From an optimization exercise on the open Yosys and OpenROAD flow, aimed at small area, a short achievable clock period and few clock cycles per item; shortcuts taken in it are not production practice. RTL that was checked went through simulation tests only; none was proved equivalent to the original. Power and IR drop assume default switching activity.

## before
Design nvme_prp_list_walker_unit, start of the top module:
module nvme_prp_list_walker_unit (
    input  logic          aclk,
    input  logic          aresetn,
    input  logic          cfg_valid,
    output logic          cfg_ready,
    input  logic [4:0]    cfg_data,      
    input  logic          s_tvalid,
    output logic          s_tready,
    input  logic [223:0]  s_tdata,       
    input  logic          s_tuser,       
    output logic          m_tvalid,
    input  logic          m_tready,
    output logic [95:0]   m_tdata,       
    output logic [1:0]    m_tuser,       
    output logic          m_tlast        
);
Size: roughly 1300 cells after synthesis, about 140 flip-flops, ~340 I/O pins, roughly 11000 um^2 of cells after synthesis.
==> flow/config.mk <==
export PLATFORM = sky130hd
export DESIGN_NAME = nvme_prp_list_walker_unit
export DESIGN_NICKNAME = nvme_prp_list_walker_unit
export VERILOG_FILES = /design/flow/design.v
export SDC_FILE = /design/flow/constraint.sdc
export NUM_CORES = 4
export LEC_CHECK = 0
export CAP_MARGIN = 20
export CORE_MARGIN = 2
export CORE_UTILIZATION = 40
export SLEW_MARGIN = 20
==> flow/constraint.sdc <==
create_clock -name core_clock -period 8.5 [get_ports {aclk}]
set_input_delay 1.7000 -clock core_clock [delete_from_list [all_inputs] [get_ports {aclk}]]
set_output_delay 1.7000 -clock core_clock [all_outputs]
set_load 0.01 [all_outputs]
standard.sh (not shown) runs the stock make flow with config.mk's settings and CLKGATE_MAP_FILE= SYNTH_SCRIPT=/design/flow/synth_recipe.tcl, a recipe that flattens the netlist after the stock synthesis.
==> flow/flow/run.sh <==
#!/bin/bash
# The standard layout (standard.sh), with: port buffers of the smallest buffer cell,
# the settings below, and (if flow/abc_speed.script exists) that ABC mapping script in
# place of ORFS's. Each tool's output stays in its ORFS log; make's output in standard.log.
set -e
if [ -f flow/abc_speed.script ]; then
  rm -rf orfs_scripts
  cp -r "$FLOW_HOME/scripts" orfs_scripts
  cp flow/abc_speed.script orfs_scripts/abc_speed.script
fi
export BUFFER_PORTS_ARGS="-buffer_cell sky130_fd_sc_hd__buf_1"
bash standard.sh  SETUP_SLACK_MARGIN=4.5 SYNTH_HIERARCHICAL=1 SYNTH_MINIMUM_KEEP_SIZE=0 finish > standard.log 2>&1
Testbench counts of before, summed over its fixed seeds: cycles 24,007, items 12,000.
What after does differently from before at the input level:
--- a/flow/design.v
+++ b/flow/design.v
@@ -87,24 +87,26 @@
     logic        accept;
     logic        pop;
     assign in_first  = s_tdata[63:0];
     assign in_second = s_tdata[127:64];
     assign in_count  = s_tdata[159:128];
     assign in_entry  = s_tdata[223:160];
     assign is_start  = (s_tuser == KIND_START);
     always_comb begin
         for (int i = 0; i < 16; i++) sh_hot[i] = (sh_reg == 4'(i));
         m_eq0 = 32'({sh_hot, 12'd0});
         m_eq1 = 32'({sh_hot, 13'd0});
-        for (int i = 0; i < 32; i++)
-            m_lo0[i] = (i < 12) || ((i < 28) && (4'(i - 12) < sh_reg));
+        m_lo0[0] = 1'b1;
+        for (int i = 1; i < 32; i++) m_lo0[i] = m_lo0[i-1] & ~m_eq0[i-1];
+        m_lo0 = m_lo0 & ~m_eq0;
+        for (int i = 0; i < 32; i++) m_lo0[i] = (i < 12) ? 1'b1 : m_lo0[i];
         m_lo1 = {m_lo0[30:0], 1'b1};
         m_hi1 = ~(m_lo0 | m_eq0);
         m_hi2 = ~(m_lo1 | m_eq1);
         m_slot = m_lo0[27:3];
     end
     assign page = m_eq0[27:0];
     function automatic logic [63:0] prefix_and(input logic [63:0] a);
         logic [63:0] p;
         p = a;
         for (int i = 1; i <= 6; i++)
             for (int j = (1 << i) - 1; j < 64; j = j + (1 << i))
Findings:
The lower worst-path maximum fanout came out of before. Smallest hold slack delta (after − before): unfavourable. Of after and before, the run reporting the higher count of clock-buffer cells in the layout was after. Any difference in post-route clock period utilization between before and after is small enough to ignore. after vs before: inverter count down by more than 10%.
Testbench counts of after, summed over its fixed seeds: cycles 24,007, items 12,000.

========
The RTL this note starts from:
==> flow/design.v <==
package prplw_pkg;
    localparam int COUNT_BITS = 32;
    localparam int CALC_BITS  = (COUNT_BITS > 28) ? COUNT_BITS : 28;
    localparam int ADDR_BITS  = 64;
    localparam int LEN_BITS   = 28;
    localparam int SLOT_BITS  = 24;
    localparam int SHIFT_BITS = 5;
    localparam logic [SHIFT_BITS-1:0] SHIFT_MIN   = 5'd12;
    localparam logic [SHIFT_BITS-1:0] SHIFT_MAX   = 5'd27;
    localparam logic [SHIFT_BITS-1:0] SHIFT_RESET = 5'd12;
    localparam logic [SHIFT_BITS-1:0] ENTRY_SHIFT = 5'd3;
    localparam logic KIND_START = 1'b0;
    localparam logic KIND_ENTRY = 1'b1;
    typedef enum logic [1:0] {
        RES_SEGMENT    = 2'd0,
        RES_FETCH      = 2'd1,
        RES_NULL       = 2'd2,
        RES_UNEXPECTED = 2'd3
    } result_kind_t;
    typedef struct packed {
        result_kind_t           kind;
        logic [ADDR_BITS-1:0]   address;
        logic [LEN_BITS-1:0]    length;
        logic                   last;
    } result_t;
endpackage
import prplw_pkg::*;
module nvme_prp_list_walker_unit (
    input  logic          aclk,
    input  logic          aresetn,
    input  logic          cfg_valid,
    output logic          cfg_ready,
    input  logic [4:0]    cfg_data,      
    input  logic          s_tvalid,
    output logic          s_tready,
    input  logic [223:0]  s_tdata,       
    input  logic          s_tuser,       
    output logic          m_tvalid,
    input  logic          m_tready,
    output logic [95:0]   m_tdata,       
    output logic [1:0]    m_tuser,       
    output logic          m_tlast        
);
    localparam logic [1:0] LEN_ZERO = 2'd0;
    localparam logic [1:0] LEN_PAGE = 2'd1;
    localparam logic [1:0] LEN_LEFT = 2'd2;
    logic [3:0]  sh_reg;
    logic        walking_reg;
    logic        valid_reg;      
    logic        more_reg;       
    logic        sub_reg;        
    logic [31:0] left_reg;
    logic [63:0] fetch_reg;
    logic [23:0] slot_reg;
    logic [63:0] res_addr_reg;
    logic [1:0]  res_kind_reg;
    logic [1:0]  res_len_reg;
    logic [63:0] in_first, in_second, in_entry;
    logic [31:0] in_count;
    logic        is_start;
    logic [15:0] sh_hot;   
    logic [31:0] m_eq0;    
    logic [31:0] m_eq1;    
    logic [31:0] m_lo0;    
    logic [31:0] m_lo1;    
    logic [31:0] m_hi1;    
    logic [31:0] m_hi2;    
    logic [23:0] m_slot;   
    logic [27:0] page;
    logic        l_gt_p;
    logic        slot_ge_last;
    logic        ent_two;      
    logic        ent_fetch;    
    logic [63:0] fetch_inc;
    logic [31:0] left_hi;
    logic [31:0] left_sub_p;
    logic        c_gt_p;
    logic        c_gt_2p;
    logic        c_nz;
    logic        e_zero;
    logic        accept;
    logic        pop;
    logic        next;
    assign in_first  = s_tdata[63:0];
    assign in_second = s_tdata[127:64];
    assign in_count  = s_tdata[159:128];
    assign in_entry  = s_tdata[223:160];
    assign is_start  = (s_tuser == KIND_START);
    always_comb begin
        for (int i = 0; i < 16; i++) sh_hot[i] = (sh_reg == 4'(i));
        m_eq0 = 32'({sh_hot, 12'd0});
        m_eq1 = 32'({sh_hot, 13'd0});
        m_lo0[0] = 1'b1;
        for (int i = 1; i < 32; i++) m_lo0[i] = m_lo0[i-1] & ~m_eq0[i-1];
        m_lo0 = m_lo0 & ~m_eq0;
        for (int i = 0; i < 32; i++) m_lo0[i] = (i < 12) ? 1'b1 : m_lo0[i];
        m_lo1 = {m_lo0[30:0], 1'b1};
        m_hi1 = ~(m_lo0 | m_eq0);
        m_hi2 = ~(m_lo1 | m_eq1);
        m_slot = m_lo0[26:3];
    end
    assign page = m_eq0[27:0];
    assign l_gt_p       = (|(left_reg & m_hi1)) || ((|(left_reg & m_eq0)) && (|(left_reg & m_lo0)));
    assign slot_ge_last = (|(slot_reg & ~m_slot)) || (&(slot_reg | ~m_slot));
    assign ent_fetch    = walking_reg && slot_ge_last && l_gt_p;
    assign ent_two      = walking_reg && !slot_ge_last && l_gt_p;
    logic [23:0] slot_inc;
    function automatic logic [63:0] prefix_and(input logic [63:0] a);
        logic [63:0] p;
        p = a;
        for (int i = 1; i <= 6; i++)
            for (int j = (1 << i) - 1; j < 64; j = j + (1 << i))
                p[j] = p[j] & p[j - (1 << (i - 1))];
        for (int i = 6; i > 0; i = i - 1)
            for (int j = (1 << i) + (1 << (i - 1)) - 1; j < 64; j = j + (1 << i))
                p[j] = p[j] & p[j - (1 << (i - 1))];
        prefix_and = p;
    endfunction
    logic [63:0] fetch_all;
    logic [63:0] slot_all;
    assign fetch_all = prefix_and({3'b000, fetch_reg[63:3]});
    assign slot_all  = prefix_and({40'd0, slot_reg});
    assign fetch_inc = {fetch_reg[63:3] ^ {fetch_all[59:0], 1'b1}, fetch_reg[2:0]};
    assign slot_inc  = slot_reg ^ {slot_all[22:0], 1'b1};
    logic [63:0] left_none;    
    assign left_hi   = left_reg & ~m_lo0;
    assign left_none = prefix_and({32'hFFFF_FFFF, ~left_hi});
    assign left_sub_p = left_reg ^ (~m_lo0 & {left_none[30:0], 1'b1});
    assign c_gt_p  = (|(in_count & m_hi1)) || ((|(in_count & m_eq0)) && (|(in_count & m_lo0)));
    assign c_gt_2p = (|(in_count & m_hi2)) || ((|(in_count & m_eq1)) && (|(in_count & m_lo1)));
    assign c_nz    = |in_count;
    assign e_zero  = ~|in_entry;
    assign cfg_ready = 1'b1;
    assign m_tvalid  = valid_reg;
    assign pop       = valid_reg && m_tready;
    assign next      = pop && more_reg;
    assign s_tready  = !valid_reg || (m_tready && !more_reg);
    assign accept    = s_tvalid && s_tready;
    assign m_tuser        = res_kind_reg;
    assign m_tlast        = !more_reg;
    assign m_tdata[95:92] = 4'b0;
    assign m_tdata[63:0]  = res_addr_reg;
    always_comb begin
        case (res_len_reg)
            LEN_PAGE: m_tdata[91:64] = page;
            LEN_LEFT: m_tdata[91:64] = left_reg[27:0];
            default:  m_tdata[91:64] = 28'd0;
        endcase
    end
    always_ff @(posedge aclk) begin
        if (next) begin
            res_addr_reg <= fetch_reg;
            res_kind_reg <= walking_reg ? RES_FETCH : RES_SEGMENT;
            res_len_reg  <= walking_reg ? LEN_ZERO : LEN_LEFT;
        end else if (accept) begin
            if (is_start) begin
                res_kind_reg <= RES_SEGMENT;
                res_addr_reg <= in_first;
                res_len_reg  <= c_gt_p ? LEN_PAGE : LEN_LEFT;
            end else begin
                res_addr_reg <= walking_reg ? in_entry : 64'd0;
                if (!walking_reg) begin
                    res_kind_reg <= RES_UNEXPECTED;
                    res_len_reg  <= LEN_ZERO;
                end else if (e_zero) begin
                    res_kind_reg <= RES_NULL;
                    res_len_reg  <= LEN_ZERO;
                end else if (ent_fetch) begin
                    res_kind_reg <= RES_FETCH;
                    res_len_reg  <= LEN_ZERO;
                end else begin
                    res_kind_reg <= RES_SEGMENT;
                    res_len_reg  <= ent_two ? LEN_PAGE : LEN_LEFT;
                end
            end
        end
        if (sub_reg) begin
            left_reg <= left_sub_p;
        end else if (accept) begin
            if (is_start) begin
                left_reg  <= in_count;
                fetch_reg <= in_second;
                slot_reg  <= '0;
            end else if (!e_zero) begin
                if (ent_fetch) begin
                    fetch_reg <= in_entry;
                    slot_reg  <= '0;
                end else if (ent_two) begin
                    left_reg  <= left_sub_p;
                    fetch_reg <= fetch_inc;
                    slot_reg  <= slot_reg + 24'd1;
                end
            end
        end
        if (!aresetn) begin
            sh_reg      <= '0;
            walking_reg <= 1'b0;
            valid_reg   <= 1'b0;
            more_reg    <= 1'b0;
            sub_reg     <= 1'b0;
        end else begin
            if (cfg_valid) begin
                if (cfg_data < SHIFT_MIN)      sh_reg <= 4'd0;
                else if (cfg_data > SHIFT_MAX) sh_reg <= 4'd15;
                else                           sh_reg <= 4'(cfg_data - SHIFT_MIN);
            end
            sub_reg <= accept && is_start && c_gt_p;
            if (accept) begin
                valid_reg <= !is_start || c_nz;
                more_reg  <= is_start ? c_gt_p : (ent_two && !e_zero);
                if (is_start)
                    walking_reg <= c_gt_2p;
                else if (e_zero || !(ent_fetch || ent_two))
                    walking_reg <= 1'b0;
            end else if (pop) begin
                if (more_reg) more_reg  <= 1'b0;
                else          valid_reg <= 1'b0;
            end
        end
    end
endmodule
clock: 8.5 ns
lec_check: 0
cap_margin: 20
core_margin: 2
core_utilization: 40
slew_margin: 20
==> flow/flow/run.sh <==
#!/bin/bash
# The standard layout (standard.sh), with: port buffers of the smallest buffer cell,
# the settings below, and (if flow/abc_speed.script exists) that ABC mapping script in
# place of ORFS's. Each tool's output stays in its ORFS log; make's output in standard.log.
set -e
if [ -f flow/abc_speed.script ]; then
  rm -rf orfs_scripts
  cp -r "$FLOW_HOME/scripts" orfs_scripts
  cp flow/abc_speed.script orfs_scripts/abc_speed.script
fi
export BUFFER_PORTS_ARGS="-buffer_cell sky130_fd_sc_hd__buf_1"
bash standard.sh  SETUP_SLACK_MARGIN=4.5 finish > standard.log 2>&1
==> next run, changes <==
--- a/flow/design.v
+++ b/flow/design.v
@@ -102,33 +102,35 @@
     assign page = m_eq0[27:0];
     assign l_gt_p       = (|(left_reg & m_hi1)) || ((|(left_reg & m_eq0)) && (|(left_reg & m_lo0)));
     assign slot_ge_last = (|(slot_reg & ~m_slot)) || (&(slot_reg | ~m_slot));
     assign ent_fetch    = walking_reg && slot_ge_last && l_gt_p;
     assign ent_two      = walking_reg && !slot_ge_last && l_gt_p;
     logic [23:0] slot_inc;
-    function automatic logic [63:0] prefix_and(input logic [63:0] a);
-        logic [63:0] p;
-        p = a;
-        for (int i = 1; i <= 6; i++)
-            for (int j = (1 << i) - 1; j < 64; j = j + (1 << i))
-                p[j] = p[j] & p[j - (1 << (i - 1))];
-        for (int i = 6; i > 0; i = i - 1)
-            for (int j = (1 << i) + (1 << (i - 1)) - 1; j < 64; j = j + (1 << i))
-                p[j] = p[j] & p[j - (1 << (i - 1))];
-        prefix_and = p;
-    endfunction
-    logic [63:0] fetch_all;
-    logic [63:0] slot_all;
-    assign fetch_all = prefix_and({3'b000, fetch_reg[63:3]});
-    assign slot_all  = prefix_and({40'd0, slot_reg});
-    assign fetch_inc = {fetch_reg[63:3] ^ {fetch_all[59:0], 1'b1}, fetch_reg[2:0]};
-    assign slot_inc  = slot_reg ^ {slot_all[22:0], 1'b1};
-    logic [63:0] left_none;    
-    assign left_hi   = left_reg & ~m_lo0;
-    assign left_none = prefix_and({32'hFFFF_FFFF, ~left_hi});
-    assign left_sub_p = left_reg ^ (~m_lo0 & {left_none[30:0], 1'b1});
+    always_comb begin
+        logic c;
+        c = 1'b1;
+        fetch_inc[2:0] = fetch_reg[2:0];
+        for (int i = 3; i < 64; i++) begin
+            fetch_inc[i] = fetch_reg[i] ^ c;
+            c = c & fetch_reg[i];
+        end
+        c = 1'b1;
+        for (int i = 0; i < 24; i++) begin
+            slot_inc[i] = slot_reg[i] ^ c;
+            c = c & slot_reg[i];
+        end
+    end
+    assign left_hi = left_reg & ~m_lo0;
+    always_comb begin
+        logic any;
+        any = 1'b0;
+        for (int i = 0; i < 32; i++) begin
+            left_sub_p[i] = left_reg[i] ^ (!m_lo0[i] && !any);
+            any = any | left_hi[i];
+        end
+    end
     assign c_gt_p  = (|(in_count & m_hi1)) || ((|(in_count & m_eq0)) && (|(in_count & m_lo0)));
     assign c_gt_2p = (|(in_count & m_hi2)) || ((|(in_count & m_eq1)) && (|(in_count & m_lo1)));
     assign c_nz    = |in_count;
     assign e_zero  = ~|in_entry;
     assign cfg_ready = 1'b1;
     assign m_tvalid  = valid_reg;
Now the flow finished but failed the layout checks on setup timing. Sequential share of layout area decreases by 1.9 points. Final cell count decreases slightly. Count of clock-buffer cells in the layout increases by 3. Design area increases by a few percent. Non-clock buffer count increases by 10. Wire length increases by a few percent. Fmax decreases by well over a third. First-iteration DRC count decreases by a little under a tenth. Core utilization increases by 2.3 points. Die area hardly moves. Total power decreases slightly. Global-route usage increases by 0.92 points.
Function was not checked in any run of this note: the RTL went through the layout flow alone.

[port drivers added, routing unchanged]
Ports are ideal in the flow. The routed layouts listed here were re-timed in OpenROAD.
Step 1 (the two cells are an assumption about what drives the block):
set clk [get_ports {aclk}]
set_driving_cell -lib_cell sky130_fd_sc_hd__clkbuf_16 $clk
set_driving_cell -lib_cell sky130_fd_sc_hd__buf_2 [delete_from_list [all_inputs] $clk]
Step 2 adds t to the input delays and takes it off the output delays; t is the mean of the earliest and latest rising clock arrival at the registers after step 1. Input paths then give back, and output paths get back, about the clock's delay inside the block.
a / b / c = no drivers / after step 1 / after step 2; a / b = the first two.
run | shift t [ns] | slack for setup (ns) | cell pins on the clock port's net
before | 0.477 | 4.475 / 4.434 / 4.166 | 1
after | 0.460 | 4.486 / 4.442 / 4.098 | 1
the first run of note 2 | 0.511 | 4.522 / 4.497 / 4.176 | 1
the second run of note 2 | 0.495 | -1.643 / -1.643 / -1.643 | 1
The setup slack of after, which loses most, moves by -0.044 ns with the drivers and by -0.388 ns with both steps.
